From an optimization exercise on the open Yosys and OpenROAD flow, aimed at small area, a short achievable clock period and few clock cycles; shortcuts taken in it are not production practice. Only simulation tests tie the RTL to the original design; equivalence was not proved. Power and IR drop assume default switching activity.

## config.mk

```make
export PLATFORM = sky130hd
export DESIGN_NAME = puf_resp_gen
export DESIGN_NICKNAME = puf_resp_gen
export VERILOG_FILES = /design/flow/design.v
export SDC_FILE = /design/flow/constraint.sdc
export NUM_CORES = 4
export LEC_CHECK = 0
export CAP_MARGIN = 20
export CORE_MARGIN = 2
export CORE_UTILIZATION = 55
export CTS_CLUSTER_DIAMETER = 100
export CTS_CLUSTER_SIZE = 30
export SETUP_SLACK_MARGIN = 4.0
export SLEW_MARGIN = 20
```

## design.v

```verilog
package puf_pkg;
  localparam int unsigned C_IOSCNUM_DEF      = 48;
  localparam int unsigned C_IOSCDWIDTH_DEF   = 24;
  localparam int unsigned C_OIDWIDTH_DEF     = 24;
  localparam int unsigned C_MEMDATAWIDTH_DEF = 8;
  localparam int unsigned C_MEMADDRWIDTH_DEF = 24;
  localparam int unsigned C_CHALBASE_DEF     = 0;
  localparam int unsigned C_IDXW = $clog2(C_IOSCNUM_DEF);
endpackage
module cnt_regfile #(
  parameter int unsigned N  = puf_pkg::C_IOSCNUM_DEF,
  parameter int unsigned DW = puf_pkg::C_IOSCDWIDTH_DEF,
  parameter int unsigned IW = puf_pkg::C_IDXW
) (
  input  logic                   I_sclk,
  input  logic [(N+7)/8-1:0]     I_wr_hi,    
  input  logic [7:0]             I_wr_lo,
  input  logic [DW-1:0]          I_wr_data,
  input  logic [(N+7)/8-1:0]     I_rd_hi,    
  input  logic [7:0]             I_rd_lo,
  output logic [DW-1:0]          O_rd_data
);
  logic [N-1:0][DW-1:0] cnt_q;
  logic [DW-1:0]        rd;
  for (genvar i = 0; i < N; i++) begin : g_cnt
    always_ff @(posedge I_sclk) begin
      if (I_wr_hi[i / 8] && I_wr_lo[i % 8]) cnt_q[i] <= I_wr_data;
    end
  end
  always_comb begin
    rd = '0;
    for (int i = 0; i < N; i++)
      rd = rd | (cnt_q[i] & {DW{I_rd_hi[i / 8] & I_rd_lo[i % 8]}});
  end
  always_ff @(posedge I_sclk) O_rd_data <= rd;
endmodule
module puf_resp_gen #(
  parameter int unsigned C_IOSCNUM      = puf_pkg::C_IOSCNUM_DEF,
  parameter int unsigned C_IOSCDWIDTH   = puf_pkg::C_IOSCDWIDTH_DEF,
  parameter int unsigned C_OIDWIDTH     = puf_pkg::C_OIDWIDTH_DEF,
  parameter int unsigned C_MEMDATAWIDTH = puf_pkg::C_MEMDATAWIDTH_DEF,
  parameter int unsigned C_MEMADDRWIDTH = puf_pkg::C_MEMADDRWIDTH_DEF,
  parameter int unsigned C_CHALBASE     = puf_pkg::C_CHALBASE_DEF
) (
  input  logic                      I_sclk,
  input  logic                      I_rst,
  input  logic                      I_cnt_valid,
  input  logic [puf_pkg::C_IDXW-1:0]         I_cnt_idx,
  input  logic [C_IOSCDWIDTH-1:0]   I_cnt_data,
  output logic                      O_cnt_ready,
  input  logic                      I_start,
  output logic                      O_busy,
  output logic [C_MEMADDRWIDTH-1:0] O_mem_addr,
  input  logic [C_MEMDATAWIDTH-1:0] I_mem_data,
  output logic [C_OIDWIDTH-1:0]     O_prim_id,
  output logic                      O_id_valid,
  output logic                      O_err
);
  localparam int unsigned IW = puf_pkg::C_IDXW;
  localparam int unsigned CW = $clog2(C_IOSCNUM + 1);
  localparam int unsigned NB = 2 * C_OIDWIDTH;    
  localparam logic [IW-1:0] LAST_A = NB - 1;
  localparam logic [CW-1:0] N_ALL  = C_IOSCNUM;
  localparam logic [CW-1:0] N_ONE  = C_IOSCNUM - 1;
  localparam logic [CW-1:0] N_TWO  = C_IOSCNUM - 2;
  logic          busy_q, id_valid_q, err_q;
  logic          fetch_q, m_v_q, r_v_q, x_v_q;
  logic [IW-1:0] addr_q;
  logic [C_IOSCNUM-1:0] loaded_q;
  logic [CW-1:0]        nld_q;
  logic                 new_q, full, one;
  logic          m_odd_q, r_odd_q, r_bad_q, a_bad_q;
  logic [7:0]    m_hi_q, m_lo_q;
  logic [C_IOSCDWIDTH-1:0] rd_q, a_q;
  logic [C_OIDWIDTH-1:0]   id_q;
  logic idle, run_end, wr_in, wr_oob, wr_new, all_in, start_acc, shift, cmp_bit;
  logic [C_IOSCNUM-1:0] wmask, loaded_d;
  localparam int unsigned NH = (C_IOSCNUM + 7) / 8;
  logic [NH-1:0]           whi_q;
  logic [7:0]              wlo_q;
  logic [C_IOSCDWIDTH-1:0] wdata_q;
  assign idle    = ~(fetch_q | m_v_q | r_v_q | x_v_q);
  assign run_end = r_v_q & ~m_v_q;
  assign wr_in  = I_cnt_valid & idle;
  assign wr_oob = wr_in & ({1'b0, I_cnt_idx} >= C_IOSCNUM);
  always_comb begin
    wmask = '0;
    for (int i = 0; i < C_IOSCNUM; i++) wmask[i] = wr_in & (I_cnt_idx == i);
  end
  assign wr_new = |(wmask & ~loaded_q);
  assign full   = (nld_q == N_ALL) | (nld_q == N_ONE & new_q);
  assign one    = (nld_q == N_ONE & ~new_q) | (nld_q == N_TWO & new_q);
  logic [IW-1:0] miss_idx;
  always_comb begin
    miss_idx = '0;
    for (int i = 0; i < C_IOSCNUM; i++)
      if (!loaded_q[i]) miss_idx = miss_idx | IW'(i);
  end
  assign all_in = full | (one & wr_in & (I_cnt_idx == miss_idx));
  assign start_acc = idle & I_start & all_in;
  assign loaded_d = run_end ? '0 : (loaded_q | wmask);
  assign shift   = r_v_q & r_odd_q;
  assign cmp_bit = ~a_bad_q & ~r_bad_q & (a_q > rd_q);
  cnt_regfile #(
    .N  (C_IOSCNUM),
    .DW (C_IOSCDWIDTH),
    .IW (IW)
  ) u_cnt_regfile (
    .I_sclk    (I_sclk),
    .I_wr_hi   (whi_q),
    .I_wr_lo   (wlo_q),
    .I_wr_data (wdata_q),
    .I_rd_hi   (m_hi_q[NH-1:0]),
    .I_rd_lo   (m_lo_q),
    .O_rd_data (rd_q)
  );
  always_ff @(posedge I_sclk) begin
    for (int j = 0; j < 8; j++) wlo_q[j] <= I_cnt_idx[2:0] == j;
    wdata_q <= I_cnt_data;
    for (int j = 0; j < 8; j++) begin
      m_hi_q[j] <= I_mem_data[5:3] == j;
      m_lo_q[j] <= I_mem_data[2:0] == j;
    end
    m_odd_q <= ~addr_q[0];
    r_odd_q <= m_odd_q;
    r_bad_q <= |m_hi_q[7:NH];
    a_q     <= rd_q;
    a_bad_q <= r_bad_q;
  end
  always_ff @(posedge I_sclk or posedge I_rst) begin
    if (I_rst) begin
      busy_q     <= 1'b0;
      id_valid_q <= 1'b0;
      err_q      <= 1'b0;
      fetch_q    <= 1'b0;
      m_v_q      <= 1'b0;
      r_v_q      <= 1'b0;
      x_v_q      <= 1'b0;
      addr_q     <= '0;
      loaded_q   <= '0;
      nld_q      <= '0;
      new_q      <= 1'b0;
      whi_q      <= '0;
      id_q       <= '0;
    end else begin
      fetch_q    <= start_acc | (fetch_q & (addr_q != '0));
      m_v_q      <= fetch_q;
      r_v_q      <= m_v_q;
      x_v_q      <= r_v_q;
      id_valid_q <= run_end;
      busy_q     <= start_acc | fetch_q | m_v_q | r_v_q;
      loaded_q <= loaded_d;
      nld_q    <= run_end ? '0 : nld_q + CW'(new_q);
      new_q    <= wr_new;
      for (int j = 0; j < NH; j++) whi_q[j] <= wr_in & (I_cnt_idx[5:3] == j);
      if (idle) begin
        if (I_start) err_q <= all_in ? wr_oob : 1'b1;
        else if (wr_oob) err_q <= 1'b1;
      end else if (shift && (a_bad_q || r_bad_q)) begin
        err_q <= 1'b1;
      end
      if (addr_q != '0 && addr_q != LAST_A) addr_q <= addr_q + 1'b1;
      else                                  addr_q <= IW'(start_acc);
      if (shift) id_q <= {cmp_bit, id_q[C_OIDWIDTH-1:1]};
    end
  end
  assign O_cnt_ready = ~busy_q;
  assign O_busy      = busy_q;
  assign O_mem_addr  = C_MEMADDRWIDTH'(addr_q);
  assign O_prim_id   = id_q;
  assign O_id_valid  = id_valid_q;
  assign O_err       = err_q;
endmodule
```

## constraint.sdc

```tcl
create_clock -name core_clock -period 6.5 [get_ports {I_sclk}]
set_input_delay 1.3000 -clock core_clock [delete_from_list [all_inputs] [get_ports {I_sclk}]]
set_output_delay 1.3000 -clock core_clock [all_outputs]
set_load 0.01 [all_outputs]
```

## run.sh

```bash
#!/bin/bash
# synth_recipe.tcl (not shown) runs the flow's synth.tcl, then flattens the netlist and writes it again
# the make line also repeats each setting of config.mk as NAME=value (left out here)
make -C /OpenROAD-flow-scripts/flow DESIGN_CONFIG=/design/flow/config.mk WORK_HOME=/design/flow/orfs CLKGATE_MAP_FILE= SYNTH_SCRIPT=/design/flow/synth_recipe.tcl finish
```

==> results of run 1 <==
-- per-layer routing --
layer  wire length [um]  GRT usage (%)  share of wire (%)  vias up
met5                 26              0              0.015        -
met4               7340           13.4                4.4        4
li1                   -              -                  -    12142
met2              78300           57.7                 46     2396
met1              60900           50.3                 36    15877
met3              21900           7.22                 13      371
-- what timing repair did --
| item | CTS | global route |
|---|---|---|
| setup endpoints to repair | 120 | 142 |
| resized for setup | 240 | 34 |
| gates cloned | 2 | 1 |
| hold buffers | 0 | 0 |
| buffers inserted | 51 | 32 |
| pin swaps | 9 | 9 |
-- worst max path at each step --
stage                  from                           to  slack, ps  depth (start not counted)
3_5_place_dp   I_cnt_idx[1]                        new_q       2520                          7
5_1_grt            id_q[22]                O_prim_id[22]       3940                          1
3_3_place_gp   I_cnt_idx[1]                        new_q       2560                          7
4_1_cts           m_lo_q[7]  u_cnt_regfile.O_rd_data[19]       3910                          7
6_report           id_q[23]                O_prim_id[23]       3970                          1
2_1_floorplan  I_cnt_idx[1]                        new_q       3880                          6
-- stage by stage --
| step | total power, mW | instance area [um2] | cells |
|---|---|---|---|
| global route | 15.3 | 54600 | 4269 |
| floorplan | 10.5 | 49400 | 2916 |
| finish | 15.0 | 54600 | 4269 |
| CTS | 14.9 | 54100 | 4236 |
| global placement | 10.9 | 51800 | 4087 |
| detailed placement | 10.9 | 51900 | 4089 |
-- where the power goes --
group / internal (mW) / total [mW] / switching (mW)
clock: 1.56 / 4.11 / 2.55
combinational: 0.354 / 1.00 / 0.649
sequential: 9.61 / 9.86 / 0.249
total: 11.5 / 15.0 / 3.45
-- cell usage in the layout (no fill, tap or decap), drive strengths merged, types with 12 or more instances in the layout --
master | Yosys | routed
clkbuf | 117 | 92
nand2 | 60 | 60
edfxtp | 1152 | 1152
dfrtp | 98 | 98
nand3 | 58 | 58
dfxtp | 100 | 100
mux2 | 26 | 26
a32o | 16 | 16
nor4 | 15 | 15
nor3 | 26 | 26
a221oi | 40 | 40
inv | 48 | 48
o22ai | 60 | 60
o21ai | 12 | 12
nand4 | 48 | 48
and2 | 66 | 66
a32oi | 36 | 36
a22oi | 249 | 249
a222oi | 107 | 107
a22o | 92 | 92
nor2 | 121 | 121
ha | 28 | 28
conb | 1 | 18
a21oi | 118 | 118
clkdlybuf4s50 | 0 | 33
buf | 71 | 241
-- registers in the layout (all words and copies together), names as in the netlist, 8 cells and up --
name                     count
m_lo_q                       8
id_q                        24
u_cnt_regfile.cnt_q       1152
wdata_q                     24
a_q                         24
u_cnt_regfile.O_rd_data     24
wlo_q                        8
m_hi_q                       8
loaded_q                    48
-- synthesized netlist by cell type (5+ instances only) --
cell                        number  area share, %
sky130_fd_sc_hd__edfxtp_1     1152             70
sky130_fd_sc_hd__a22oi_1       249            3.8
sky130_fd_sc_hd__nor2_1        121           0.92
sky130_fd_sc_hd__a21oi_1       118            1.2
sky130_fd_sc_hd__clkbuf_1      117           0.89
sky130_fd_sc_hd__a222oi_1      107            2.2
sky130_fd_sc_hd__dfxtp_1       100            4.1
sky130_fd_sc_hd__dfrtp_1        98            5.0
sky130_fd_sc_hd__a22o_1         92            1.6
sky130_fd_sc_hd__and2_1         64           0.81
sky130_fd_sc_hd__nand2_1        60           0.46
sky130_fd_sc_hd__o22ai_1        60           0.76
sky130_fd_sc_hd__nand3_1        58           0.59
sky130_fd_sc_hd__buf_1          48           0.37
sky130_fd_sc_hd__nand4_1        48           0.61
sky130_fd_sc_hd__inv_1          45           0.34
sky130_fd_sc_hd__a221oi_1       40           0.71
sky130_fd_sc_hd__a32oi_1        36           0.64
sky130_fd_sc_hd__ha_1           28           0.71
sky130_fd_sc_hd__mux2_2         26           0.59
sky130_fd_sc_hd__nor3_1         26           0.26
sky130_fd_sc_hd__buf_4          18           0.27
sky130_fd_sc_hd__a32o_1         16           0.32
sky130_fd_sc_hd__nor4_1         13           0.17
sky130_fd_sc_hd__o21ai_0        12           0.12
sky130_fd_sc_hd__or4_1           9           0.14
sky130_fd_sc_hd__a211oi_1        8           0.12
sky130_fd_sc_hd__xnor2_1         8           0.14
sky130_fd_sc_hd__and3_1          7          0.089
sky130_fd_sc_hd__nor2b_1         7          0.089
sky130_fd_sc_hd__nor3b_1         7           0.11
sky130_fd_sc_hd__o221ai_1        7           0.12
sky130_fd_sc_hd__a31oi_1         6          0.076
sky130_fd_sc_hd__or3_1           6          0.076
sky130_fd_sc_hd__a2111oi_0       5          0.089
sky130_fd_sc_hd__buf_2           5          0.051
sky130_fd_sc_hd__clkinv_1        5          0.038
sky130_fd_sc_hd__o2111ai_1       5          0.089
-- cell families after synthesis --
kind of cell | after synthesis | synth area share, %
AND/OR/NAND/NOR | 449 | 4.70
AO/OA/AOI/OAI | 784 | 12.3
flip-flops | 1350 | 79.2
buffers and inverters | 241 | 1.99
adder cells (fa/ha/maj) | 28 | 0.711
XOR/XNOR | 11 | 0.196
multiplexers | 35 | 0.911
other | 1 | 0.00761
-- layout make-up --
cell class                      count  area share [%]
Multi-Input combinational cell   1325            17.6
Timing Repair Buffer              282            4.90
Clock buffer                       90            2.66
Inverter                           53           0.431
Tap cell                         1165            2.67
Clock inverter                      4          0.0688
Sequential cell                  1350            71.6
==> results.toml, run 1 <==
[clocking]
cts_tree = "done"
numCtsBuffers = 51
htreeDepth = 2
library_cell_used_as_clock_root_buffer = "sky130_fd_sc_hd__clkbuf_16"
clk_latency_ps = 680
clock_sink_count = 1350
clock_path_buffers = 3
clk_pin_slew_ps = 110

[sta]
hold_violations = 0
hold_ws_ps = 338
finalWorstSetupSlack_ps = 3970
worst_pin_slew_ps = 1190
timing.setup.tns_ps = 0
final.min_clock_period_ps = 2530
fin_worst_skew_ps = 27.4
report.final.slew_viol_count = 0
max_freq_mhz = 395
grt_setup_unrepaired = "yes"
final_count_of_negative_setup_slack_endpoints = 0
min_period_over_period_pct = 38.9
relSlewSlack_pct = 20.8

[cells_and_area]
insertedDiodeCount = 0
synthToLayoutAreaGrowth_pct = 10.7
drive_gt1_share_pct = 14.7
seqCellArea_um2 = 39100
layout.core_utilization_pct = 61.6
fill_cells = 6518
final_nets = 3133
multi_input_area_um2 = 9610

[setup_path]
critical_path_peak_fanout = 2
slowest_stage = "sky130_fd_sc_hd__dfrtp_2"
cp.required_ps = 5200
cp_cell_sequence = "buf_6"
max_stage_delay_ps = 440
worst_path_dominant_cell_family = "flip-flops"
r2r_cells = 8
reg2reg_setup_slack_ps = 4000
end_kind = "output pin"
timing.rr.start = "m_lo_q[5]"
crit-reg2reg-capture = "u_cnt_regfile.O_rd_data[0]"
start_kind = "register"
worstPathBufferInverterCount = 1
crit_arrival_ps = 1230
critPathKind = "reg -> out"

[logic_synthesis]
post_synth_instance_area_um2 = 49300
synth.ff_latch_count = 1350
async_s_r_ff_share_synth_pct = 7.26
synth-edff-count = 1152
synth-seq-area-share_pct = 79.2
synthesis.instances = 2899
postSynthAreaPerCell_um2 = 17.0
yosys_most_used_dff = "sky130_fd_sc_hd__edfxtp_1"
synth_cell_types = 70
yosys_warnings = 2

[floorplan]
rows = 109
die_y_um = 303
design.die.area_um2 = 92000
ios = 94
fp.dieW_um = 303
initial_core_util_pct = 55.6
core_region_area_um2 = 88600

[drt]
route.antenna.remaining_nets = 0
detail_routed_net_length_per_standard_cell_um = 39.5
drt-vias-per-instance = 7.21
count_of_tritonroute_iterations_in_the_first_routing_pass = 9
dr_total_vias = 30790
wirelength_mm = 168
remaining_drc_errors = 0
detailedRoute.firstIterationViolations = 6054

[grt]
via_count_of_the_first_global_routing_pass = 28989
overflow = 0
grt_start_max_net_pins = 75
antenna_violations_before_repair = 6
grt_pass1_wl_mm = 228
global_route.usage.total_pct = 36.3

[placement]
dp_slack_ps = 2520
portBuffers = 73
place.detailed.hpwl_mm = 88.9
finalWeightedCongestion = 0.890

[worst_hold_path]
min_path_type = "reg -> reg"
hold_depth = 0
hold_path_startpoint = "m_odd_q"
holdPathEnd = "r_odd_q"

[power_and_ir_drop]
pwr_density_cell_nw_per_um2 = 274
vdd_drop_max_mv = 0.243
power.static_leakage_nw = 17.9

[flow_run]
cap_violations = 0

[status]
run_status = "timing/DRC/antenna clean"
Testbench counts, summed over its fixed seeds: cycles 19,008.
==> run 2, diff against run 1 <==
==> flow/run.sh (new file) <==
#!/bin/bash
# The standard layout (standard.sh: the standard flow's own ORFS flow, from synthesis to
# the final DEF), with the port buffers made sky130_fd_sc_hd__buf_4 instead of
# the cell buffer_ports picks by default. Each port still gets one buffer.
set -euo pipefail
export BUFFER_PORTS_ARGS="-buffer_cell sky130_fd_sc_hd__buf_4"
bash standard.sh > standard.log 2>&1
==> standard.sh (new file) <==
#!/bin/bash
# synth_recipe.tcl (not shown) runs the flow's synth.tcl, then flattens the netlist and writes it again
# the make line also repeats each setting of config.mk as NAME=value (left out here)
make -C /OpenROAD-flow-scripts/flow DESIGN_CONFIG=/design/flow/config.mk WORK_HOME=/design/flow/orfs CLKGATE_MAP_FILE= SYNTH_SCRIPT=/design/flow/synth_recipe.tcl "${@:-finish}"
--- a/config.mk
+++ b/config.mk
@@ -8,7 +8,7 @@
 export CAP_MARGIN = 20
 export CORE_MARGIN = 2
 export CORE_UTILIZATION = 55
-export CTS_CLUSTER_DIAMETER = 100
-export CTS_CLUSTER_SIZE = 30
+export CTS_CLUSTER_DIAMETER = 90
+export CTS_CLUSTER_SIZE = 25
 export SETUP_SLACK_MARGIN = 4.0
 export SLEW_MARGIN = 20
removed: run.sh
==> run 2 against run 1 <==
  * Count of clock-buffer cells in the layout grew 18
  * Via count decreased by 2.2%
  * Setup slack lost 61 ps
  * Synthesized cell count stayed put
  * Register-to-register slack worse by 90 ps
  * Critical path type is now reg -> reg
==> results.toml, run 2 <==
[logic_synthesis]
count_leader_synth = "sky130_fd_sc_hd__edfxtp_1"
synth_cell_types = 70
synth.area.top_cells = "sky130_fd_sc_hd__edfxtp_1 70%, sky130_fd_sc_hd__dfrtp_1 5.0%, sky130_fd_sc_hd__dfxtp_1 4.1%"
synth.top_cells.by_count = "1152 x sky130_fd_sc_hd__edfxtp_1, 249 x sky130_fd_sc_hd__a22oi_1, 121 x sky130_fd_sc_hd__nor2_1, 118 x sky130_fd_sc_hd__a21oi_1, 117 x sky130_fd_sc_hd__clkbuf_1"
yosys_most_used_dff = "sky130_fd_sc_hd__edfxtp_1"
synth-seq-area-share_pct = 79.2
postSynthAreaPerCell_um2 = 17.0
yosysTopAreaCell = "sky130_fd_sc_hd__edfxtp_1"
post_synth_instance_area_um2 = 49300
synth.ff_latch_count = 1350
yosys_warnings = 2
synth-edff-count = 1152
synthesis.instances = 2899
yosys.area.top_type_share_pct = 70.2
async_s_r_ff_share_synth_pct = 7.26

[grt]
overflow = 0
via_count_of_the_first_global_routing_pass = 28595
antenna_violations_before_repair = 2
grt_start_max_net_pins = 75
grt_pass1_wl_mm = 223
global_route.usage.total_pct = 35.5

[drt]
count_of_tritonroute_iterations_in_the_first_routing_pass = 9
dr_total_vias = 30100
drt-vias-per-instance = 7.12
detailedRoute.firstIterationViolations = 5727
wirelength_mm = 164
route.antenna.remaining_nets = 0
remaining_drc_errors = 0
detail_routed_net_length_per_standard_cell_um = 38.9

[clocking]
clk_latency_ps = 700
clock_sink_count = 1350
cts_tree = "done"
clk_pin_slew_ps = 100
htreeDepth = 2
clock_path_buffers = 3
numCtsBuffers = 60
cts-hold-fix-buffers = 0
library_cell_used_as_clock_root_buffer = "sky130_fd_sc_hd__clkbuf_16"

[setup_path]
cp.required_ps = 7070
reg2reg_setup_slack_ps = 3910
max_stage_delay_ps = 500
crit_arrival_ps = 3160
slowest_stage = "sky130_fd_sc_hd__dfxtp_4"
worstPathBufferInverterCount = 1
critical_path_peak_fanout = 45
timing.rr.start = "m_lo_q[2]"
end_kind = "register"
critPathKind = "reg -> reg"
worst_path_dominant_cell_family = "compound AO/OA/AOI/OAI gates"
start_kind = "register"
worstSetupStartpoint = "m_lo_q[2]"
cp_cell_sequence = "buf_4 > a222oi_1 > nor2_1 > a21oi_1 > o2111ai_1 > or3_1"

[power_and_ir_drop]
power.switching_mw = 3.48
pwr_density_cell_nw_per_um2 = 281
clock_power_share_pct = 29.0
power_frac_seq_pct = 64.8
power.static_leakage_nw = 17.6
power.switching_fraction_pct = 22.9
power.internal_mw = 11.7
vdd_drop_max_mv = 0.216
comb_power_share_pct = 6.2

[sta]
relSlewSlack_pct = 18.0
final_count_of_negative_setup_slack_endpoints = 0
fin_worst_skew_ps = 29.0
report.final.slew_viol_count = 0
timing.setup.tns_ps = 0
max_freq_mhz = 386
grt_setup_unrepaired = "yes"
hold_violations = 0
min_period_over_period_pct = 39.9
final.min_clock_period_ps = 2590
worst_pin_slew_ps = 1230

[worst_hold_path]
hold_path_startpoint = "m_odd_q"
min_path_type = "reg -> reg"

[floorplan]
rows = 109
fp.dieW_um = 303
ios = 94
core_region_area_um2 = 88600
design.die.area_um2 = 92000
initial_core_util_pct = 55.6
die_y_um = 303

[cells_and_area]
most-common-layout-cells = "1152 x sky130_fd_sc_hd__edfxtp_1, 249 x sky130_fd_sc_hd__a22oi_1, 159 x sky130_fd_sc_hd__buf_4, 117 x sky130_fd_sc_hd__a21oi_1, 107 x sky130_fd_sc_hd__a222oi_1"
insertedDiodeCount = 0
final_nets = 3080
fin_area_um2 = 54100
largest_register_ffs = 1152
synthToLayoutAreaGrowth_pct = 9.83
largest_registers = "u_cnt_regfile.cnt_q (1152), loaded_q (48)"
fill_cells = 6569
seqCellArea_um2 = 39100
max_flop_register = "u_cnt_regfile.cnt_q"
mostFrequentLayoutCell = "sky130_fd_sc_hd__edfxtp_1"
drive_gt1_share_pct = 14.3
multi_input_area_um2 = 9570

[placement]
portBuffers = 73
dpl-instance-area_um2 = 51600
finalWeightedCongestion = 0.900
place.detailed.hpwl_mm = 87.6

[flow_run]
cap_violations = 0

[status]
run_status = "timing/DRC/antenna clean"
run 2: logic make-up (layout without fill, tap and decap cells):
group / after synthesis / after routing / synth area share, %
simple gates: 449 / 449 / 4.70
flops: 1350 / 1350 / 79.2
xor+xnor: 11 / 11 / 0.196
fa+ha+maj: 28 / 28 / 0.711
buf+inv: 241 / 385 / 1.99
mux: 35 / 35 / 0.911
other cells: 1 / 18 / 0.00761
compound gates: 784 / 784 / 12.3
run 2: layer usage:
metal	GRT usage (%)	vias up	part of all wire (%)
met5	0	-	0
met4	12.7	0	4.2
met3	7.01	334	13
met2	55.6	2192	46
met1	50.3	15529	37
li1	-	12045	-
run 2: final cells by class:
class | count | area share (%)
sequential | 1350 | 72.2
tap | 1165 | 2.69
timing repair buffer | 220 | 3.74
clock inverter | 4 | 0.0555
inverter | 53 | 0.446
multi-input combinational | 1325 | 17.7
clock buffer | 108 | 3.15
run 2: what timing repair did:
| action | CTS | global route |
|---|---|---|
| endpoints found under the setup margin | 97 | 59 |
| endpoints found under the hold margin | 0 | 0 |
| resized for setup | 105 | 26 |
| pin swaps | 2 | 3 |
| setup buffers | 35 | 6 |
run 2: power by group through the flow:
stage / Sequential (mW) / Clock (mW) / Combinational [mW]
final: 9.85 / 4.41 / 0.942
after global routing: 9.87 / 4.70 / 1.02
after CTS: 9.84 / 4.42 / 0.916
after detailed placement: 10.0 / 0 / 0.880
after global placement: 10.0 / 0 / 0.855
after floorplan: 9.98 / 0 / 0.531
run 2: path summary, 6_finish.rpt:
path | end | cells past startpoint
min in group asynchronous | id_q[19] | 2
worst max-delay path | u_cnt_regfile.O_rd_data[4] | 6
worst min-delay path | r_odd_q | 0
max in group asynchronous | addr_q[3] | 3
worst min register to register | r_odd_q | 0
worst max register to register | u_cnt_regfile.O_rd_data[4] | 6
run 2: per-stage QoR:
| step | std cells | power, mW | hold slack, ps | utilization, % | setup slack (ps) |
|---|---|---|---|---|---|
| after global routing | 4225 | 15.6 | 340 | 61.1 | 3890 |
| final | 4225 | 15.2 | 334 | 61.1 | 3910 |
| after CTS | 4219 | 15.2 | 337 | 60.9 | 3920 |
| after floorplan | 2916 | 10.5 | 310 | - | 3880 |
| after detailed placement | 4072 | 10.9 | 315 | 58.2 | 3210 |
| after global placement | 4071 | 10.9 | 315 | 58.1 | 3220 |
run 2: worst reg2reg max path: stages, from the launching register on:
cell and delay [ps]:
sky130_fd_sc_hd__dfxtp_4 500, sky130_fd_sc_hd__buf_4 470, sky130_fd_sc_hd__a222oi_1 480, sky130_fd_sc_hd__nor2_1 70, sky130_fd_sc_hd__a21oi_1 220, sky130_fd_sc_hd__o2111ai_1 290
sky130_fd_sc_hd__or3_1 450
==> run 3, diff against run 2 <==
--- a/design.v
+++ b/design.v
@@ -16,8 +16,7 @@
   input  logic [(N+7)/8-1:0]     I_wr_hi,    
   input  logic [7:0]             I_wr_lo,
   input  logic [DW-1:0]          I_wr_data,
-  input  logic [(N+7)/8-1:0]     I_rd_hi,    
-  input  logic [7:0]             I_rd_lo,
+  input  logic [N-1:0]           I_rd_sel,   
   output logic [DW-1:0]          O_rd_data
 );
   logic [N-1:0][DW-1:0] cnt_q;
@@ -30,7 +29,7 @@
   always_comb begin
     rd = '0;
     for (int i = 0; i < N; i++)
-      rd = rd | (cnt_q[i] & {DW{I_rd_hi[i / 8] & I_rd_lo[i % 8]}});
+      rd = rd | (cnt_q[i] & {DW{I_rd_sel[i]}});
   end
   always_ff @(posedge I_sclk) O_rd_data <= rd;
 endmodule
@@ -70,7 +69,8 @@
   logic [CW-1:0]        nld_q;
   logic                 new_q, full, one;
   logic          m_odd_q, r_odd_q, r_bad_q, a_bad_q;
-  logic [7:0]    m_hi_q, m_lo_q;
+  logic [C_IOSCNUM-1:0] m_sel_q;
+  logic                 m_bad_q;
   logic [C_IOSCDWIDTH-1:0] rd_q, a_q;
   logic [C_OIDWIDTH-1:0]   id_q;
   logic idle, run_end, wr_in, wr_oob, wr_new, all_in, start_acc, shift, cmp_bit;
@@ -110,20 +110,17 @@
     .I_wr_hi   (whi_q),
     .I_wr_lo   (wlo_q),
     .I_wr_data (wdata_q),
-    .I_rd_hi   (m_hi_q[NH-1:0]),
-    .I_rd_lo   (m_lo_q),
+    .I_rd_sel  (m_sel_q),
     .O_rd_data (rd_q)
   );
   always_ff @(posedge I_sclk) begin
     for (int j = 0; j < 8; j++) wlo_q[j] <= I_cnt_idx[2:0] == j;
     wdata_q <= I_cnt_data;
-    for (int j = 0; j < 8; j++) begin
-      m_hi_q[j] <= I_mem_data[5:3] == j;
-      m_lo_q[j] <= I_mem_data[2:0] == j;
-    end
+    for (int j = 0; j < C_IOSCNUM; j++) m_sel_q[j] <= I_mem_data[IW-1:0] == j;
+    m_bad_q <= {1'b0, I_mem_data[IW-1:0]} >= C_IOSCNUM;
     m_odd_q <= ~addr_q[0];
     r_odd_q <= m_odd_q;
-    r_bad_q <= |m_hi_q[7:NH];
+    r_bad_q <= m_bad_q;
     a_q     <= rd_q;
     a_bad_q <= r_bad_q;
   end
==> run.sh (new file) <==
#!/bin/bash
# synth_recipe.tcl (not shown) runs the flow's synth.tcl, then flattens the netlist and writes it again
# the make line also repeats each setting of config.mk as NAME=value (left out here)
make -C /OpenROAD-flow-scripts/flow DESIGN_CONFIG=/design/flow/config.mk WORK_HOME=/design/flow/orfs CLKGATE_MAP_FILE= SYNTH_SCRIPT=/design/flow/synth_recipe.tcl finish
removed: flow/run.sh
removed: standard.sh
==> run 3 against run 2 <==
  * Global-route usage grew 1.2 points
  * Still clean
  * Clock skew shrank 6.2 ps
  * Final cell count shrank 2.5%
  * Via count shrank 2.3%
  * Wire length grew 3.0%
  * Design area shrank 0.33%
==> results.toml, run 3 <==
[status]
run_status = "timing/DRC/antenna clean"

[clocking]
library_cell_used_as_clock_root_buffer = "sky130_fd_sc_hd__clkbuf_16"
htreeDepth = 2
clock_sink_count = 1383
clk_latency_ps = 700
cts_tree = "done"
numCtsBuffers = 61
cts-hold-fix-buffers = 0
clock_path_buffers = 3
clk_pin_slew_ps = 100

[setup_path]
start_kind = "register"
cp_cell_sequence = "buf_4 > a221oi_1 > nand4_1 > or4_1"
reg2reg_setup_slack_ps = 3930
slowest_stage = "sky130_fd_sc_hd__a221oi_1"
end_kind = "register"
critical_path_peak_fanout = 13
max_stage_delay_ps = 610
crit_arrival_ps = 3080
cp.required_ps = 7010
critPathKind = "reg -> reg"

[logic_synthesis]
async_s_r_ff_share_synth_pct = 7.09
synthesis.instances = 2746
yosys_most_used_dff = "sky130_fd_sc_hd__edfxtp_1"
count_leader_synth = "sky130_fd_sc_hd__edfxtp_1"
synth.ff_latch_count = 1383
post_synth_instance_area_um2 = 49200
synth-edff-count = 1152
synth.top_cells.by_count = "1152 x sky130_fd_sc_hd__edfxtp_1, 241 x sky130_fd_sc_hd__a221oi_1, 240 x sky130_fd_sc_hd__a22o_1, 133 x sky130_fd_sc_hd__dfxtp_1, 123 x sky130_fd_sc_hd__nor2_1"
synth.area.top_cells = "sky130_fd_sc_hd__edfxtp_1 70%, sky130_fd_sc_hd__dfxtp_1 5.4%, sky130_fd_sc_hd__dfrtp_1 5.0%"
synth_cell_types = 57
yosys_warnings = 2
postSynthAreaPerCell_um2 = 17.9
yosysTopAreaCell = "sky130_fd_sc_hd__edfxtp_1"
yosys.area.top_type_share_pct = 70.3
synth-seq-area-share_pct = 80.7

[power_and_ir_drop]
pwr_density_cell_nw_per_um2 = 276
power.static_leakage_nw = 17.9
vdd_drop_max_mv = 0.213

[cells_and_area]
largest_register_ffs = 1152
largest_registers = "u_cnt_regfile.cnt_q (1152), loaded_q (48), m_sel_q (48)"
cell_count_final_fillers_out = 4120
insertedDiodeCount = 0
drive_gt1_share_pct = 13.5
mostFrequentLayoutCell = "sky130_fd_sc_hd__edfxtp_1"
final_nets = 2973
max_flop_register = "u_cnt_regfile.cnt_q"
most-common-layout-cells = "1152 x sky130_fd_sc_hd__edfxtp_1, 240 x sky130_fd_sc_hd__a22o_1, 240 x sky130_fd_sc_hd__a221oi_1, 138 x sky130_fd_sc_hd__buf_4, 120 x sky130_fd_sc_hd__nor2_1"
synthToLayoutAreaGrowth_pct = 9.65

[drt]
count_of_tritonroute_iterations_in_the_first_routing_pass = 6
detail_routed_net_length_per_standard_cell_um = 41.1
drt-vias-per-instance = 7.14
dr_total_vias = 29408
route.antenna.remaining_nets = 0
remaining_drc_errors = 0
wirelength_mm = 169
detailedRoute.firstIterationViolations = 4718

[grt]
grt_pass1_wl_mm = 226
overflow = 0
antenna_violations_before_repair = 3
global_route.usage.total_pct = 36.7
grt_start_max_net_pins = 65
via_count_of_the_first_global_routing_pass = 27635

[placement]
finalWeightedCongestion = 0.851
place.detailed.hpwl_mm = 86.0
portBuffers = 73
placed_cells_incl_taps = 3973

[floorplan]
fp.dieW_um = 303
die_y_um = 303
core_region_area_um2 = 88500
rows = 109
design.die.area_um2 = 91900
ios = 94
initial_core_util_pct = 55.6

[sta]
final_count_of_negative_setup_slack_endpoints = 0
final.min_clock_period_ps = 2570
grt_setup_unrepaired = "yes"
worst_pin_slew_ps = 1290
max_freq_mhz = 388
min_period_over_period_pct = 39.6
timing.setup.tns_ps = 0
report.final.slew_viol_count = 0
relSlewSlack_pct = 13.7
fin_worst_skew_ps = 22.8
hold_violations = 0

[worst_hold_path]
min_path_type = "reg -> reg"

[flow_run]
cap_violations = 0
## run 3: repair_timing
item	4_1_cts	5_1_grt
gates cloned	1	2
resized for setup	161	11
pin swaps	6	2
setup buffers	25	4
endpoints found under the setup margin	81	106
## run 3: final timing paths
check / start / end / depth (start not counted)
setup / recovery: m_sel_q[30] / u_cnt_regfile.O_rd_data[8] / 4
hold / removal: m_odd_q / r_odd_q / 0
setup reg to reg: m_sel_q[30] / u_cnt_regfile.O_rd_data[8] / 4
hold reg to reg: m_odd_q / r_odd_q / 0
max in group asynchronous: I_rst / loaded_q[11] / 4
min in group asynchronous: I_rst / id_q[1] / 3
## run 3: report_power, final
| part | switching (mW) | internal (mW) | leakage, nW |
|---|---|---|---|
| logic | 0.391 | 0.243 | 4.22 |
| clock network | 2.65 | 1.86 | 0.855 |
| registers | 0.0808 | 9.69 | 12.8 |
| total | 3.13 | 11.8 | 17.9 |
## run 3: routing by layer
layer  vias up  wire (um)  GRT usage, %
met2      2145      79000          58.3
met5         -         13             0
li1      11545          -             -
met3       419      19800          6.95
met4         2       8530          15.2
met1     15297      61900          50.5
## run 3: final cells by class
type                       instances  area [um2]
clock inverter                     4        28.8
multi-input combinational       1204        8960
inverter                          33         128
clock buffer                     111        1770
sequential                      1383       39800
fill                            6537       34600
timing repair buffer             220        1830
tap                             1165        1460
## run 3: cell families after synthesis
kind of cell | Yosys count | synth area share (%)
AOI/OAI and AO/OA | 678 | 11.2
xor gates and xnor gates | 11 | 0.196
adders and majority gates | 28 | 0.712
buffers and inverters | 176 | 1.49
DFF | 1383 | 80.7
muxes | 39 | 0.913
other | 1 | 0.00762
and+or+nand+nor | 430 | 4.76
## run 3: critical path: cells and delay by family, from the launching register on
family / cells / cell delay [ps]
buffers and inverters: 1 / 360
AOI/OAI and AO/OA: 1 / 610
DFF: 1 / 540
and+or+nand+nor: 2 / 830
## run 3: metrics by stage
step	utilization, %	power (mW)	hold slack [ps]	cell area, um2	worst slack, ps
after floorplan	-	10.3	310	49300	3990
after global placement	58.6	10.6	313	51800	2800
after detailed placement	58.6	10.6	315	51900	2760
after CTS	60.8	14.9	339	53800	3910
after global routing	60.9	15.3	353	53900	3900
final	60.9	14.9	339	53900	3930
Testbench counts of run 3, summed over its fixed seeds: cycles 19,008.
==> run 4, diff against run 3 <==
--- a/config.mk
+++ b/config.mk
@@ -10,5 +10,5 @@
 export CORE_UTILIZATION = 55
 export CTS_CLUSTER_DIAMETER = 90
 export CTS_CLUSTER_SIZE = 25
-export SETUP_SLACK_MARGIN = 4.0
+export SETUP_SLACK_MARGIN = 4.2
 export SLEW_MARGIN = 20
==> run 4 against run 3 <==
  * Fmax decreased by 0.48%
  * Wire length increased by 1.1%
  * Non-clock buffer count increased by 6
  * Flip-flop and latch count unchanged
  * Register-to-register slack improved by 220 ps
  * First-iteration DRC count increased by 21%
  * Clock power about the same
  * Still clean
  * Setup slack got worse by 12 ps
  * Count of clock-buffer cells in the layout increased by 1
  * Design area increased by 0.26%
  * Global-route usage increased by 0.42 points
  * Hold slack got worse by 3.4 ps
==> results.toml, run 4 <==
[logic_synthesis]
post_synth_xor_area_fraction_pct = 0.196
count_leader_synth = "sky130_fd_sc_hd__edfxtp_1"
synth-seq-area-share_pct = 80.7
synthesis.instances = 2746
synth_cell_types = 57
yosysTopAreaCell = "sky130_fd_sc_hd__edfxtp_1"
dominant_combinational_cell_family_by_area_after_synthesis = "compound AO/OA/AOI/OAI gates"
synth-edff-count = 1152
synth.top_cells.by_count = "1152 x sky130_fd_sc_hd__edfxtp_1, 241 x sky130_fd_sc_hd__a221oi_1, 240 x sky130_fd_sc_hd__a22o_1, 133 x sky130_fd_sc_hd__dfxtp_1, 123 x sky130_fd_sc_hd__nor2_1"
synth.ff_latch_count = 1383
synth_simple_gate_area_share_pct = 4.76
post_synth_instance_area_um2 = 49200
fraction_of_the_mapped_netlist_area_in_compound_gates_pct = 11.2
synth-adder-area-share_pct = 0.712
postSynthAreaPerCell_um2 = 17.9
yosys_warnings = 2
yosys.area.top_type_share_pct = 70.3
async_s_r_ff_share_synth_pct = 7.09
yosys_most_used_dff = "sky130_fd_sc_hd__edfxtp_1"
post_synthesis_mux_area_share_pct = 0.913
synth.area.top_cells = "sky130_fd_sc_hd__edfxtp_1 70%, sky130_fd_sc_hd__dfxtp_1 5.4%, sky130_fd_sc_hd__dfrtp_1 5.0%"

[drt]
route.antenna.remaining_nets = 0
wirelength_mm = 171
dr_total_vias = 29914
drt-vias-per-instance = 7.25
detail_routed_net_length_per_standard_cell_um = 41.5
detailedRoute.firstIterationViolations = 5717
count_of_tritonroute_iterations_in_the_first_routing_pass = 8
remaining_drc_errors = 0

[clocking]
clock_sink_count = 1383
cts-hold-fix-buffers = 0
htreeDepth = 2
clk_latency_ps = 700
clock_path_buffers = 3
numCtsBuffers = 61
cts_tree = "done"
clk_pin_slew_ps = 100
library_cell_used_as_clock_root_buffer = "sky130_fd_sc_hd__clkbuf_16"

[cells_and_area]
fin_area_um2 = 54100
final_nets = 2979
synthToLayoutAreaGrowth_pct = 9.93
fill_cells = 6474
largest_register_ffs = 1152
max_flop_register = "u_cnt_regfile.cnt_q"
largest_registers = "u_cnt_regfile.cnt_q (1152), loaded_q (48), m_sel_q (48)"
drive_gt1_share_pct = 14.1
most-common-layout-cells = "1152 x sky130_fd_sc_hd__edfxtp_1, 240 x sky130_fd_sc_hd__a22o_1, 240 x sky130_fd_sc_hd__a221oi_1, 134 x sky130_fd_sc_hd__buf_4, 120 x sky130_fd_sc_hd__nor2_1"
mostFrequentLayoutCell = "sky130_fd_sc_hd__edfxtp_1"

[power_and_ir_drop]
vdd_drop_max_mv = 0.247
pwr_density_cell_nw_per_um2 = 276
power.static_leakage_nw = 17.9

[sta]
max_freq_mhz = 387
hold_violations = 0
final.min_clock_period_ps = 2590
relSlewSlack_pct = 22.5
report.final.slew_viol_count = 0
fin_worst_skew_ps = 31.8
final_count_of_negative_setup_slack_endpoints = 0
worst_pin_slew_ps = 1160
grt_setup_unrepaired = "yes"
min_period_over_period_pct = 39.8
timing.setup.tns_ps = 0

[setup_path]
slowest_stage = "sky130_fd_sc_hd__dfrtp_2"
cp_cell_sequence = "buf_6"
max_stage_delay_ps = 460
start_kind = "register"
crit-reg2reg-capture = "u_cnt_regfile.O_rd_data[1]"
cp.required_ps = 5200
reg2reg_setup_slack_ps = 4150
critical_path_peak_fanout = 5
timing.rr.start = "m_sel_q[37]"
worst_path_dominant_cell_family = "flip-flops"
critPathKind = "reg -> out"
crit_arrival_ps = 1290
worstPathBufferInverterCount = 1
r2r_cells = 5
end_kind = "output pin"

[placement]
place.detailed.hpwl_mm = 83.5
dpl-instance-area_um2 = 51900
portBuffers = 73
finalWeightedCongestion = 0.857

[worst_hold_path]
holdPathEnd = "r_bad_q"
min_path_type = "reg -> reg"
hold_depth = 0
hold_path_startpoint = "m_bad_q"

[grt]
overflow = 0
via_count_of_the_first_global_routing_pass = 27647
global_route.usage.total_pct = 37.1
grt_pass1_wl_mm = 228
grt_start_max_net_pins = 60
antenna_violations_before_repair = 2

[floorplan]
die_y_um = 303
fp.dieW_um = 303
initial_core_util_pct = 55.6
core_region_area_um2 = 88500
design.die.area_um2 = 91900
ios = 94
rows = 109

[flow_run]
cap_violations = 0

[status]
run_status = "timing/DRC/antenna clean"
==> run 4: timing repair <==
item / 4_1_cts / 5_1_grt
gates cloned: 0 / 2
setup buffers: 30 / 4
setup endpoints to repair: 109 / 131
resized for setup: 170 / 27
pin swaps: 8 / 4
==> run 4: worst max path at each step <==
stage	cells after the start	to	start	slack, ps
global placement	6	new_q	I_cnt_idx[0]	2630
global route	1	O_mem_addr[5]	addr_q[5]	3900
detailed placement	7	new_q	I_cnt_idx[0]	2700
floorplan	6	new_q	I_cnt_idx[3]	3990
CTS	1	O_mem_addr[5]	addr_q[5]	3870
finish	1	O_mem_addr[5]	addr_q[5]	3910
==> run 4: kinds of logic after synthesis <==
kind of cell / count (synthesis)
flip-flops: 1383
multiplexers: 39
buffers and inverters: 176
XOR/XNOR: 11
AO/OA/AOI/OAI: 678
AND/OR/NAND/NOR: 430
adder cells (fa/ha/maj): 28
other: 1
==> run 4: layout make-up <==
| cell class | count | area, um2 | area share, % |
|---|---|---|---|
| Timing Repair Buffer | 226 | 1910 | 3.53 |
| Multi-Input combinational cell | 1204 | 9000 | 16.6 |
| Clock buffer | 112 | 1760 | 3.25 |
| Sequential cell | 1383 | 39800 | 73.6 |
| Clock inverter | 3 | 33.8 | 0.0625 |
| Tap cell | 1165 | 1460 | 2.70 |
| Inverter | 33 | 128 | 0.236 |
| Antenna cell | 2 | 5.00 | 0.00925 |
==> run 4: metrics by stage <==
stage	utilization [%]	instances	total power, mW	hold slack (ps)	worst slack (ps)
6_report	61.1	4128	14.9	336	3910
5_1_grt	61.1	4126	15.3	340	3900
4_1_cts	60.9	4120	14.9	337	3870
3_5_place_dp	58.6	3975	10.6	315	2700
3_3_place_gp	58.6	3974	10.6	311	2630
2_1_floorplan	-	2763	10.3	310	3990
==> run 4: layer usage <==
metal,global-route usage (%),vias to the layer above,part of all wire [%]
met2,56.7,2363,45
met4,15.0,2,4.7
met3,6.57,406,13
met1,53.7,15578,37
li1,-,11565,-
met5,0,-,0.0082
==> run 4: power by group <==
part | leakage [nW] | switching, mW | internal (mW) | total (mW)
Combinational | 4.25 | 0.394 | 0.258 | 0.651
Sequential | 12.8 | 0.0877 | 9.69 | 9.77
Clock | 0.849 | 2.66 | 1.85 | 4.51
Total | 17.9 | 3.15 | 11.8 | 14.9
==> run 5, diff against run 4 <==
--- a/config.mk
+++ b/config.mk
@@ -10,5 +10,5 @@
 export CORE_UTILIZATION = 55
 export CTS_CLUSTER_DIAMETER = 90
 export CTS_CLUSTER_SIZE = 25
-export SETUP_SLACK_MARGIN = 4.2
+export SETUP_SLACK_MARGIN = 4.1
 export SLEW_MARGIN = 20
==> run 5 against run 4 <==
  * Design area hardly changed
  * Largest cell class unchanged
  * Setup slack better by 4.7 ps
  * First-iteration DRC count down 3.2%
  * Synthesized cell count is the same
  * Final cell count is essentially flat
  * Hold slack about the same
  * Non-clock buffer count unchanged
  * Highest routed layer unchanged
  * Still clean
  * Core utilization about the same
  * Global-route usage barely moved
  * Clock skew is 1.1 ps lower
==> results.toml, run 5 <==
[status]
run_status = "timing/DRC/antenna clean"

[setup_path]
r2r_cells = 5
max_stage_delay_ps = 440
cp_cell_sequence = "buf_6"
crit_arrival_ps = 1280
last_element_of_the_critical_path = "O_prim_id[23]"
reg2reg_setup_slack_ps = 4120
cp.required_ps = 5200
critical_path_peak_fanout = 3
worstSetupStartpoint = "id_q[23]"
start_kind = "register"
end_kind = "output pin"
slowest_stage = "sky130_fd_sc_hd__dfrtp_1"
worst_path_dominant_cell_family = "flip-flops"
timing.rr.start = "m_sel_q[30]"
critPathKind = "reg -> out"
cp.depth = 1
crit-reg2reg-capture = "u_cnt_regfile.O_rd_data[20]"
worstPathBufferInverterCount = 1

[power_and_ir_drop]
power.switching_fraction_pct = 21.1
power.static_leakage_nw = 17.9
power_frac_seq_pct = 65.4
power.internal_mw = 11.8
vdd_drop_max_mv = 0.222
pwr_density_cell_nw_per_um2 = 277
clock_power_share_pct = 30.4
power.switching_mw = 3.16
comb_power_share_pct = 4.2

[floorplan]
ios = 94
fp.dieW_um = 303
core_region_area_um2 = 88500
design.die.area_um2 = 91900
initial_core_util_pct = 55.6
rows = 109
die_y_um = 303

[logic_synthesis]
async_s_r_ff_share_synth_pct = 7.09
yosys_most_used_dff = "sky130_fd_sc_hd__edfxtp_1"
yosys_warnings = 2
synth.ff_latch_count = 1383
postSynthAreaPerCell_um2 = 17.9
synth-edff-count = 1152
synth.top_cells.by_count = "1152 x sky130_fd_sc_hd__edfxtp_1, 241 x sky130_fd_sc_hd__a221oi_1, 240 x sky130_fd_sc_hd__a22o_1, 133 x sky130_fd_sc_hd__dfxtp_1, 123 x sky130_fd_sc_hd__nor2_1"
yosys.area.top_type_share_pct = 70.3
synth-seq-area-share_pct = 80.7
synth_cell_types = 57
synthesis.instances = 2746
post_synth_instance_area_um2 = 49200
count_leader_synth = "sky130_fd_sc_hd__edfxtp_1"
synth.area.top_cells = "sky130_fd_sc_hd__edfxtp_1 70%, sky130_fd_sc_hd__dfxtp_1 5.4%, sky130_fd_sc_hd__dfrtp_1 5.0%"
yosysTopAreaCell = "sky130_fd_sc_hd__edfxtp_1"

[sta]
hold_violations = 0
report.final.slew_viol_count = 0
relSlewSlack_pct = 17.7
max_freq_mhz = 387
fin_worst_skew_ps = 30.7
timing.setup.tns_ps = 0
final.min_clock_period_ps = 2580
worst_pin_slew_ps = 1230
hold_ws_ps = 336
finalWorstSetupSlack_ps = 3920
grt_setup_unrepaired = "yes"
min_period_over_period_pct = 39.7
final_count_of_negative_setup_slack_endpoints = 0

[clocking]
clk_pin_slew_ps = 100
htreeDepth = 2
numCtsBuffers = 61
clock_sink_count = 1383
cts_tree = "done"
clk_latency_ps = 710
clock_path_buffers = 3
library_cell_used_as_clock_root_buffer = "sky130_fd_sc_hd__clkbuf_16"

[worst_hold_path]
min_path_type = "reg -> reg"
hold_depth = 0

[drt]
detailedRoute.firstIterationViolations = 5536
drt-vias-per-instance = 7.18
route.antenna.remaining_nets = 0
remaining_drc_errors = 0
dr_total_vias = 29643
count_of_tritonroute_iterations_in_the_first_routing_pass = 7
detail_routed_net_length_per_standard_cell_um = 41.4
wirelength_mm = 171

[cells_and_area]
largest_registers = "u_cnt_regfile.cnt_q (1152), loaded_q (48), m_sel_q (48)"
drive_gt1_share_pct = 13.5
final_nets = 2979
most-common-layout-cells = "1152 x sky130_fd_sc_hd__edfxtp_1, 240 x sky130_fd_sc_hd__a22o_1, 238 x sky130_fd_sc_hd__a221oi_1, 142 x sky130_fd_sc_hd__buf_4, 120 x sky130_fd_sc_hd__nor2_1"
mostFrequentLayoutCell = "sky130_fd_sc_hd__edfxtp_1"
largest_register_ffs = 1152
max_flop_register = "u_cnt_regfile.cnt_q"
fin_area_um2 = 54000
fill_cells = 6444
synthToLayoutAreaGrowth_pct = 9.85
insertedDiodeCount = 0
layout.core_utilization_pct = 61.1

[placement]
dp_slack_ps = 2730
finalWeightedCongestion = 0.875
dpl-instance-area_um2 = 51900
portBuffers = 73
place.detailed.hpwl_mm = 82.9

[grt]
grt_start_max_net_pins = 71
grt_pass1_wl_mm = 228
global_route.usage.total_pct = 37.1
antenna_violations_before_repair = 2
via_count_of_the_first_global_routing_pass = 27647
overflow = 0

[flow_run]
cap_violations = 0
## run 5: cell counts after synthesis
Identical to the previous run, type by type.
## run 5: worst min path at each step
stage	from	end	slack [ps]
after floorplan	m_bad_q	r_bad_q	310
after global placement	m_odd_q	r_odd_q	310
after detailed placement	m_odd_q	r_odd_q	310
after CTS	m_odd_q	r_odd_q	340
after global routing	m_odd_q	r_odd_q	350
final	m_odd_q	r_odd_q	340
## run 5: stage by stage
stage	instances	power [mW]
finish	4127	14.9
global route	4127	15.3
CTS	4123	14.9
detailed placement	3975	10.6
global placement	3973	10.6
floorplan	2763	10.3
## run 5: repair_timing
action                                  4_1_cts  5_1_grt
hold buffers                                  0        0
resized for setup                           162       16
pin swaps                                     4        3
endpoints found under the setup margin      146       52
buffers inserted                             30        3
gates cloned                                  2        1
## run 5: metal layers
layer	share of wire, %	global-route usage, %	vias to the layer above
met1	37	52.5	15296
met3	13	7.59	473
li1	-	-	11559
met4	5.1	15.1	2
met2	45	57.0	2313
met5	0.024	0.569	-
## run 5: cells by family (layout without fill, tap and decap cells)
group	Yosys count	after routing	synth area share, %
DFF	1383	1383	80.7
AOI/OAI and AO/OA	678	678	11.2
and+or+nand+nor	430	430	4.76
buffers and inverters	176	375	1.49
muxes	39	39	0.913
adders and majority gates	28	28	0.712
xor gates and xnor gates	11	11	0.196
other	1	18	0.00762
## run 5: area by class of cell
type / instances / area (um2) / area share, %
clock inverter: 3 / 28.8 / 0.0532
tap: 1165 / 1460 / 2.70
multi-input combinational: 1204 / 8980 / 16.6
clock buffer: 113 / 1760 / 3.26
timing repair buffer: 226 / 1920 / 3.55
inverter: 33 / 128 / 0.236
sequential: 1383 / 39800 / 73.6
## run 5: power groups by stage
stage	combinational, mW	clock [mW]	sequential [mW]
after detailed placement	0.597	0	9.98
after global placement	0.580	0	9.98
after global routing	0.679	4.84	9.79
after CTS	0.615	4.55	9.77
final	0.633	4.54	9.78
after floorplan	0.264	0	10.0
==> run 6, diff against run 5 <==
--- a/config.mk
+++ b/config.mk
@@ -7,7 +7,7 @@
 export LEC_CHECK = 0
 export CAP_MARGIN = 20
 export CORE_MARGIN = 2
-export CORE_UTILIZATION = 55
+export CORE_UTILIZATION = 50
 export CTS_CLUSTER_DIAMETER = 90
 export CTS_CLUSTER_SIZE = 25
 export SETUP_SLACK_MARGIN = 4.1
==> run 6 against run 5 <==
  * Fmax up 2.8%
  * Power increased by 1.7%
  * Via count is 0.80% higher
  * Clock power rose by 5.3%
  * Flip-flop and latch count unchanged
  * Sequential share of layout area shrank 0.40 points
==> results.toml, run 6 <==
[sta]
timing.setup.tns_ps = 0
final.min_clock_period_ps = 2510
max_freq_mhz = 398
report.final.slew_viol_count = 0
hold_violations = 0
min_period_over_period_pct = 38.6
final_count_of_negative_setup_slack_endpoints = 0
grt_setup_unrepaired = "yes"
finalWorstSetupSlack_ps = 3990
worst_pin_slew_ps = 1260
fin_worst_skew_ps = 35.9
relSlewSlack_pct = 16.0

[setup_path]
worstPathBufferInverterCount = 1
max_stage_delay_ps = 410
critPathKind = "reg -> out"
worst_path_dominant_cell_family = "flip-flops"
cp.required_ps = 5200
slowest_stage = "sky130_fd_sc_hd__dfrtp_1"
start_kind = "register"
cp_cell_sequence = "buf_2"
end_kind = "output pin"
critical_path_peak_fanout = 3
crit_arrival_ps = 1210

[floorplan]
rows = 115
core_region_area_um2 = 98000
fp.dieW_um = 318
die_y_um = 318
design.die.area_um2 = 101000
ios = 94
initial_core_util_pct = 50.2

[cells_and_area]
cell_count_final_fillers_out = 4254
most-common-layout-cells = "1152 x sky130_fd_sc_hd__edfxtp_1, 240 x sky130_fd_sc_hd__a22o_1, 240 x sky130_fd_sc_hd__a221oi_1, 146 x sky130_fd_sc_hd__buf_4, 120 x sky130_fd_sc_hd__nor2_1"
seqCellArea_um2 = 39800
largest_registers = "u_cnt_regfile.cnt_q (1152), loaded_q (48), m_sel_q (48)"
synthToLayoutAreaGrowth_pct = 10.5
fill_cells = 7613
largest_register_ffs = 1152
max_flop_register = "u_cnt_regfile.cnt_q"
drive_gt1_share_pct = 13.8
final_nets = 2985
multi_input_area_um2 = 8970
mostFrequentLayoutCell = "sky130_fd_sc_hd__edfxtp_1"

[logic_synthesis]
async_s_r_ff_share_synth_pct = 7.09
synth.area.top_cells = "sky130_fd_sc_hd__edfxtp_1 70%, sky130_fd_sc_hd__dfxtp_1 5.4%, sky130_fd_sc_hd__dfrtp_1 5.0%"
postSynthAreaPerCell_um2 = 17.9
synth.top_cells.by_count = "1152 x sky130_fd_sc_hd__edfxtp_1, 241 x sky130_fd_sc_hd__a221oi_1, 240 x sky130_fd_sc_hd__a22o_1, 133 x sky130_fd_sc_hd__dfxtp_1, 123 x sky130_fd_sc_hd__nor2_1"
synth.ff_latch_count = 1383
yosys_most_used_dff = "sky130_fd_sc_hd__edfxtp_1"
synth-seq-area-share_pct = 80.7
synthesis.instances = 2746
yosys.area.top_type_share_pct = 70.3
synth_cell_types = 57
yosys_warnings = 2
post_synth_instance_area_um2 = 49200
synth-edff-count = 1152
yosysTopAreaCell = "sky130_fd_sc_hd__edfxtp_1"
count_leader_synth = "sky130_fd_sc_hd__edfxtp_1"

[clocking]
htreeDepth = 3
clk_pin_slew_ps = 100
clock_path_buffers = 3
clk_latency_ps = 670
cts-hold-fix-buffers = 0
numCtsBuffers = 66
cts_tree = "done"
library_cell_used_as_clock_root_buffer = "sky130_fd_sc_hd__clkbuf_16"
clock_sink_count = 1383

[worst_hold_path]
min_path_type = "reg -> reg"

[drt]
dr_total_vias = 29880
count_of_tritonroute_iterations_in_the_first_routing_pass = 6
wirelength_mm = 170
route.antenna.remaining_nets = 0
detailedRoute.firstIterationViolations = 5300
detail_routed_net_length_per_standard_cell_um = 39.9
drt-vias-per-instance = 7.02
remaining_drc_errors = 0

[power_and_ir_drop]
vdd_drop_max_mv = 0.247
pwr_density_cell_nw_per_um2 = 280
power.static_leakage_nw = 18.0
pnr_total_power_mw = 15.2

[grt]
via_count_of_the_first_global_routing_pass = 28362
global_route.usage.total_pct = 33.1
grt_start_max_net_pins = 80
overflow = 0
grt_pass1_wl_mm = 228
antenna_violations_before_repair = 2

[placement]
finalWeightedCongestion = 0.875
placed_cells_incl_taps = 4097
place.detailed.hpwl_mm = 83.2
portBuffers = 73
dp_slack_ps = 2940

[flow_run]
cap_violations = 0

[status]
run_status = "timing/DRC/antenna clean"
-- run 6: what timing repair did --
action | in CTS | in global routing
resized for setup | 174 | 7
gates cloned | 2 | 1
pin swaps | 4 | 0
buffers inserted | 27 | 7
setup endpoints to repair | 153 | 45
-- run 6: power breakdown --
part           leakage (nW)  internal [mW]  switching (mW)
clock network         0.936           2.04            2.75
registers              12.8           9.69          0.0893
logic                  4.26          0.262           0.379
-- run 6: path summary, 6_finish.rpt --
kind	end	slack [ps]	startpoint	cells after the start
worst max-delay path	O_prim_id[16]	3990	id_q[16]	1
worst min-delay path	r_odd_q	330	m_odd_q	0
worst max register to register	u_cnt_regfile.O_rd_data[5]	4150	m_sel_q[12]	5
worst min register to register	r_odd_q	330	m_odd_q	0
max in group asynchronous	loaded_q[5]	4420	I_rst	3
min in group asynchronous	id_q[13]	1000	I_rst	2
-- run 6: cell families (layout without fill, tap and decap cells) --
family / count (synthesis) / after routing / synth area share, %
compound gates: 678 / 678 / 11.2
fa+ha+maj: 28 / 28 / 0.712
mux: 39 / 39 / 0.913
flops: 1383 / 1383 / 80.7
buf+inv: 176 / 379 / 1.49
other cells: 1 / 19 / 0.00762
xor+xnor: 11 / 11 / 0.196
simple gates: 430 / 430 / 4.76
-- run 6: cell type report --
cell class                 instances  area share [%]
inverter                          33           0.235
antenna                            1         0.00460
clock inverter                     6           0.129
timing repair buffer             227            3.51
tap                             1287            2.96
clock buffer                     113            3.48
multi-input combinational       1204            16.5
sequential                      1383            73.2
-- run 6: per-stage QoR --
stage / utilization [%] / hold slack, ps / cell area, um2
floorplan: - / 310 / 49400
global placement: 53.1 / 312 / 52000
detailed placement: 53.1 / 316 / 52000
CTS: 55.4 / 339 / 54200
global route: 55.5 / 342 / 54300
finish: 55.5 / 334 / 54400
-- run 6: routing by layer --
metal	GRT usage, %	up-vias	part of all wire (%)
li1	-	11567	-
met5	0	-	0.0053
met3	6.20	410	13
met2	51.7	2323	46
met1	45.9	15578	36
met4	14.2	2	4.9
==> run 7, diff against run 6 <==
--- a/config.mk
+++ b/config.mk
@@ -10,5 +10,5 @@
 export CORE_UTILIZATION = 50
 export CTS_CLUSTER_DIAMETER = 90
 export CTS_CLUSTER_SIZE = 25
-export SETUP_SLACK_MARGIN = 4.1
+export SETUP_SLACK_MARGIN = 4.0
 export SLEW_MARGIN = 20
==> run 7 against run 6 <==
  * Still clean
  * Register-to-register slack got worse by 60 ps
  * Wire length rose by 1.2%
  * Clock skew fell by 5.5 ps
  * Combinational power fell by 2%
  * Largest power group unchanged
==> results.toml, run 7 <==
[logic_synthesis]
post_synth_instance_area_um2 = 49200
yosys.area.top_type_share_pct = 70.3
synth-seq-area-share_pct = 80.7
synth_cell_types = 57
synthesis.instances = 2746
count_leader_synth = "sky130_fd_sc_hd__edfxtp_1"
yosys_warnings = 2
async_s_r_ff_share_synth_pct = 7.09
postSynthAreaPerCell_um2 = 17.9
synth.ff_latch_count = 1383
synth.top_cells.by_count = "1152 x sky130_fd_sc_hd__edfxtp_1, 241 x sky130_fd_sc_hd__a221oi_1, 240 x sky130_fd_sc_hd__a22o_1, 133 x sky130_fd_sc_hd__dfxtp_1, 123 x sky130_fd_sc_hd__nor2_1"
yosysTopAreaCell = "sky130_fd_sc_hd__edfxtp_1"
yosys_most_used_dff = "sky130_fd_sc_hd__edfxtp_1"
synth-edff-count = 1152
synth.area.top_cells = "sky130_fd_sc_hd__edfxtp_1 70%, sky130_fd_sc_hd__dfxtp_1 5.4%, sky130_fd_sc_hd__dfrtp_1 5.0%"

[setup_path]
worst_path_dominant_cell_family = "buffers and inverters"
critPathKind = "in -> reg"
critical_path_peak_fanout = 22
cp_cell_sequence = "clkdlybuf4s50_1 > buf_6 > mux4_2 > nor2b_1 > a31oi_1 > and3b_1 > o31ai_1 > nand4_1"
slowest_stage = "sky130_fd_sc_hd__mux4_2"
max_stage_delay_ps = 550
cp.required_ps = 7090
reg2reg_setup_slack_ps = 4090
start_kind = "input pin"
worstPathBufferInverterCount = 2
end_kind = "register"
crit_arrival_ps = 3130

[sta]
final.min_clock_period_ps = 2540
relSlewSlack_pct = 15.9
grt_setup_unrepaired = "yes"
hold_violations = 0
fin_worst_skew_ps = 30.4
report.final.slew_viol_count = 0
final_count_of_negative_setup_slack_endpoints = 0
max_freq_mhz = 393
worst_pin_slew_ps = 1260
timing.setup.tns_ps = 0
min_period_over_period_pct = 39.1

[cells_and_area]
most-common-layout-cells = "1152 x sky130_fd_sc_hd__edfxtp_1, 240 x sky130_fd_sc_hd__a22o_1, 240 x sky130_fd_sc_hd__a221oi_1, 140 x sky130_fd_sc_hd__buf_4, 120 x sky130_fd_sc_hd__nor2_1"
drive_gt1_share_pct = 13.6
final_nets = 2977
fin_area_um2 = 54200
fill_cells = 7609
max_flop_register = "u_cnt_regfile.cnt_q"
seqCellArea_um2 = 39800
largest_register_ffs = 1152
largest_registers = "u_cnt_regfile.cnt_q (1152), loaded_q (48), m_sel_q (48)"
mostFrequentLayoutCell = "sky130_fd_sc_hd__edfxtp_1"
multi_input_area_um2 = 8950
synthToLayoutAreaGrowth_pct = 10.1

[drt]
route.antenna.remaining_nets = 0
detailedRoute.firstIterationViolations = 5386
count_of_tritonroute_iterations_in_the_first_routing_pass = 5
dr_total_vias = 29673
drt-vias-per-instance = 6.99
wirelength_mm = 172
detail_routed_net_length_per_standard_cell_um = 40.4
remaining_drc_errors = 0

[grt]
global_route.usage.total_pct = 33.6
antenna_violations_before_repair = 3
via_count_of_the_first_global_routing_pass = 28116
grt_pass1_wl_mm = 231
grt_start_max_net_pins = 75
overflow = 0

[clocking]
numCtsBuffers = 66
htreeDepth = 3
clk_latency_ps = 670
library_cell_used_as_clock_root_buffer = "sky130_fd_sc_hd__clkbuf_16"
clock_path_buffers = 3
clk_pin_slew_ps = 100
clock_sink_count = 1383
cts_tree = "done"

[worst_hold_path]
min_path_type = "reg -> reg"

[flow_run]
cap_violations = 0

[power_and_ir_drop]
pwr_density_cell_nw_per_um2 = 281
power.internal_mw = 12.0
power.switching_mw = 3.23
comb_power_share_pct = 4.1
vdd_drop_max_mv = 0.186
power.static_leakage_nw = 17.9
power.switching_fraction_pct = 21.2
clock_power_share_pct = 31.6
power_frac_seq_pct = 64.3
pnr_total_power_mw = 15.2

[floorplan]
rows = 115
initial_core_util_pct = 50.2
ios = 94
core_region_area_um2 = 98000
die_y_um = 318
design.die.area_um2 = 101000
fp.dieW_um = 318

[placement]
finalWeightedCongestion = 0.887
place.detailed.hpwl_mm = 83.9
dpl-instance-area_um2 = 52000
portBuffers = 73

[status]
run_status = "timing/DRC/antenna clean"
## run 7: cell counts after synthesis
No cell type changed its count.
## run 7: repair_timing
action,CTS,global route
hold buffers,0,0
setup endpoints to repair,97,136
pin swaps,3,0
buffers inserted,26,3
resized for setup,154,10
## run 7: metrics by stage
stage               utilization [%]  hold WS (ps)  cells  setup WS (ps)
floorplan                         -           310   2763           3990
global placement               53.1           314   4096           2660
detailed placement             53.1           312   4096           2690
CTS                            55.2           341   4242           3930
global route                   55.3           343   4246           3900
finish                         55.3           339   4247           3960
## run 7: path summary, 6_finish.rpt
path / start / to / cells past startpoint
max reg2reg: m_sel_q[18] / u_cnt_regfile.O_rd_data[21] / 5
min in group asynchronous: I_rst / id_q[17] / 2
max: I_cnt_idx[1] / new_q / 8
min reg2reg: m_bad_q / r_bad_q / 0
max in group asynchronous: I_rst / loaded_q[33] / 3
min: m_bad_q / r_bad_q / 0
## run 7: logic make-up after synthesis
group                    Yosys count  share of synthesized area (%)
adder cells (fa/ha/maj)           28                          0.712
multiplexers                      39                          0.913
AND/OR/NAND/NOR                  430                           4.76
AO/OA/AOI/OAI                    678                           11.2
other                              1                        0.00762
XOR/XNOR                          11                          0.196
flip-flops                      1383                           80.7
buffers and inverters            176                           1.49
## run 7: power by group through the flow
stage | sequential, mW | clock, mW | combinational, mW
4_1_cts | 9.77 | 4.81 | 0.608
6_report | 9.77 | 4.80 | 0.629
2_1_floorplan | 10.0 | 0 | 0.262
3_3_place_gp | 9.97 | 0 | 0.583
5_1_grt | 9.78 | 5.10 | 0.676
3_5_place_dp | 9.97 | 0 | 0.597
## run 7: metal layers
layer	up-vias	GRT usage, %	share of wire (%)
li1	11555	-	-
met1	15429	44.6	36
met2	2206	53.9	47
met3	483	6.94	12
met4	0	14.8	5.3
met5	-	0	0
## run 7: area by class of cell
cell class              count  share of cell area [%]
flip-flops and latches   1383                    73.4
multi-input cells        1204                    16.5
clock buffers             114                    3.50
repair buffers            219                    3.22
well taps                1287                    2.97
inverters                  33                   0.236
clock inverters             6                   0.134
diodes                      1                 0.00462

[re-timing with driven ports]
The flow's constraints put no driver on any port. The routed layouts listed below were extracted and timed again, unchanged, in two steps.
Step 1: set_driving_cell puts a clkbuf_16 on I_sclk and a buf_2 on each other input, an assumption about the parent block.
Step 2, shift: input delay + t, output delay - t, t = (earliest + latest rising clock arrival at the registers) / 2. This alone moves slack from input paths to output paths.
Slacks: ideal / step 1 / step 2; pairs: ideal / step 1.
| run | shift t [ns] | setup slack, ns | hold WS [ns] | worst setup path at the end | clock arrival spread, ns |
|---|---|---|---|---|---|
| run 1 | 0.731 | 3.970 / 3.900 / 3.380 | 0.338 / 0.338 / 0.338 | input to register | 0.030 / 0.030 |
| run 2 | 0.759 | 3.909 / 3.870 / 3.389 | 0.334 / 0.334 / 0.334 | input to register | 0.032 / 0.032 |
| run 3 | 0.758 | 3.926 / 3.872 / 3.346 | 0.339 / 0.339 / 0.339 | input to register | 0.029 / 0.029 |
| run 4 | 0.753 | 3.913 / 3.843 / 3.315 | 0.336 / 0.336 / 0.336 | input to register | 0.034 / 0.034 |
| run 5 | 0.774 | 3.918 / 3.842 / 3.486 | 0.336 / 0.336 / 0.336 | input to register | 0.033 / 0.033 |
| run 6 | 0.720 | 3.989 / 3.917 / 3.498 | 0.334 / 0.334 / 0.334 | input to register | 0.045 / 0.045 |
| run 7 | 0.720 | 3.958 / 3.895 / 3.284 | 0.339 / 0.339 / 0.339 | input to register | 0.036 / 0.036 |
After both steps setup and hold are still met in every run listed. The setup slack of run 7, which loses most, moves by -0.063 ns with the drivers and by -0.674 ns with both steps.
